This design comes from an exercise in tuning for small area and a short achievable clock period on the open sky130 flow, not from production work.
No activity file was given, so power comes from the tool's default toggle rates.

==> flow/design.v <==
package bp_pkg;
    localparam int unsigned HIST_W_DEF = 8;
    localparam int unsigned CNT_W_DEF  = 2;
    localparam int unsigned PC_W_DEF   = 32;
    localparam int unsigned MODE_GLOBAL = 0;
    localparam int unsigned MODE_GSHARE = 1;
    localparam logic [CNT_W_DEF-1:0] WEAK_NT = 2'b01;
    function automatic integer weak_nt(input integer cnt_w);
        weak_nt = (1 << (cnt_w - 1)) - 1;
    endfunction
endpackage
module sat_counter (
    input  logic clk,
    input  logic rst_n,
    input  logic en,
    input  logic inc,
    output logic dir,
    output logic sat
);
    always_ff @(posedge clk or negedge rst_n) begin
        if (!rst_n) begin
            dir    <= 1'b0;
            sat <= 1'b0;
        end else if (en) begin
            if (!sat) dir <= inc;
            sat <= (dir == inc);
        end
    end
endmodule
module gshare_predictor #(
    parameter int unsigned HIST_W = bp_pkg::HIST_W_DEF,
    parameter int unsigned PC_W   = bp_pkg::PC_W_DEF
) (
    input  logic              clk,
    input  logic              rst_n,
    input  logic              Pred_Valid,
    input  logic [PC_W-1:0]   Pred_PC,
    output logic              Pred_Taken,
    output logic [HIST_W-1:0] Pred_Index,
    input  logic              Upd_Valid,
    input  logic [HIST_W-1:0] Upd_Index,
    input  logic              Upd_Taken,
    input  logic              Upd_Mispredict,
    output logic [15:0]       Mispred_Count
);
    localparam int unsigned DEPTH = 2 ** HIST_W;
    logic [HIST_W-1:0] spec_hist;
    logic [HIST_W-1:0] arch_hist;
    logic [DEPTH-1:0]  dir;
    logic [DEPTH-1:0]  sat;
    logic              flush;
    assign Pred_Index = Pred_PC[HIST_W+1:2] ^ spec_hist;
    logic [15:0] sel_lo;
    logic [15:0] sel_hi;
    logic [15:0] grp;
    always_comb begin
        for (int j = 0; j < 16; j++) begin
            sel_lo[j] = (Pred_Index[3:0] == 4'(j));
            sel_hi[j] = (Pred_Index[7:4] == 4'(j));
        end
    end
    for (genvar g = 0; g < 16; g++) begin : g_grp
        assign grp[g] = |(dir[16*g +: 16] & sel_lo);
    end
    assign Pred_Taken = |(grp & sel_hi);
    for (genvar i = 0; i < DEPTH; i++) begin : g_pht
        sat_counter u_cnt (
            .clk    (clk),
            .rst_n  (rst_n),
            .en     (Upd_Valid && (Upd_Index == HIST_W'(i))),
            .inc    (Upd_Taken),
            .dir    (dir[i]),
            .sat (sat[i])
        );
    end
    assign flush = Upd_Valid && Upd_Mispredict;
    always_ff @(posedge clk or negedge rst_n) begin
        if (!rst_n) begin
            spec_hist <= '0;
            arch_hist <= '0;
        end else begin
            if (Upd_Valid) begin
                arch_hist <= {arch_hist[HIST_W-2:0], Upd_Taken};
            end
            if (flush) begin
                spec_hist <= {arch_hist[HIST_W-2:0], Upd_Taken};
            end else if (Pred_Valid) begin
                spec_hist <= {spec_hist[HIST_W-2:0], Pred_Taken};
            end
        end
    end
    always_ff @(posedge clk or negedge rst_n) begin
        if (!rst_n) begin
            Mispred_Count <= '0;
        end else if (flush && (Mispred_Count != 16'hFFFF)) begin
            Mispred_Count <= Mispred_Count + 16'd1;
        end
    end
endmodule
clock: 7.5 ns
lec_check: 0
cap_margin: 20
core_margin: 2
core_utilization: 40
setup_slack_margin: 3.0
slew_margin: 20
run.sh (not shown) runs the stock make flow with config.mk's settings and CLKGATE_MAP_FILE= SYNTH_SCRIPT=/design/flow/synth_recipe.tcl, a recipe that flattens the netlist after the stock synthesis.
Then changed:
--- a/flow/design.v
+++ b/flow/design.v
@@ -48,23 +48,11 @@
     logic [HIST_W-1:0] arch_hist;
     logic [DEPTH-1:0]  dir;
     logic [DEPTH-1:0]  sat;
     logic              flush;
     assign Pred_Index = Pred_PC[HIST_W+1:2] ^ spec_hist;
-    logic [15:0] sel_lo;
-    logic [15:0] sel_hi;
-    logic [15:0] grp;
-    always_comb begin
-        for (int j = 0; j < 16; j++) begin
-            sel_lo[j] = (Pred_Index[3:0] == 4'(j));
-            sel_hi[j] = (Pred_Index[7:4] == 4'(j));
-        end
-    end
-    for (genvar g = 0; g < 16; g++) begin : g_grp
-        assign grp[g] = |(dir[16*g +: 16] & sel_lo);
-    end
-    assign Pred_Taken = |(grp & sel_hi);
+    assign Pred_Taken = dir[Pred_Index];
     for (genvar i = 0; i < DEPTH; i++) begin : g_pht
         sat_counter u_cnt (
             .clk    (clk),
             .rst_n  (rst_n),
             .en     (Upd_Valid && (Upd_Index == HIST_W'(i))),
Outcome: Wire length drops by 1.7%. Total power drops by 4.1%. Core utilization drops by 0.67 points. Global-route usage drops by 0.27 points. Final cell count drops by 3.5%. First-iteration DRC count climbs by 2.5%. Hold slack gets better by 0.019 ns. Sequential power stays flat. Setup slack gets better by 0.30 ns. Area after synthesis climbs by 0.53%. Critical path depth drops by 2. Cell area drops by 1.3%.
Function was not checked in any run of this note: the RTL went through the layout flow alone.

==> static timing again, ports no longer ideal <==
In the flow no input, the clock included, has a driving cell. The finished layouts below were timed again as built, in two steps.
Step 1: set_driving_cell puts a clkbuf_16 on clk and a buf_2 on each other input, an assumption about the parent block.
Step 2 adds t to the input delays and takes it off the output delays; t is the mean of the earliest and latest rising clock arrival at the registers after step 1. Input paths then give back, and output paths get back, about the clock's delay inside the block.
a / b / c = no drivers / after step 1 / after step 2; a / b = the first two.
run | shift t [ns] | setup slack, ns | latest minus earliest clock arrival (ns) | worst register clock-pin slew, ns | pins driven straight from the clock port
the first run | 0.673 | 1.840 / 1.803 / 1.803 | 0.026 / 0.027 | 0.07 / 0.07 | 1
the second run | 0.673 | 2.140 / 2.108 / 2.108 | 0.028 / 0.029 | 0.07 / 0.07 | 1
After both steps every run listed still meets setup and hold. The setup slack of the first run, which loses most, moves by -0.037 ns with the drivers and by -0.037 ns with both steps.
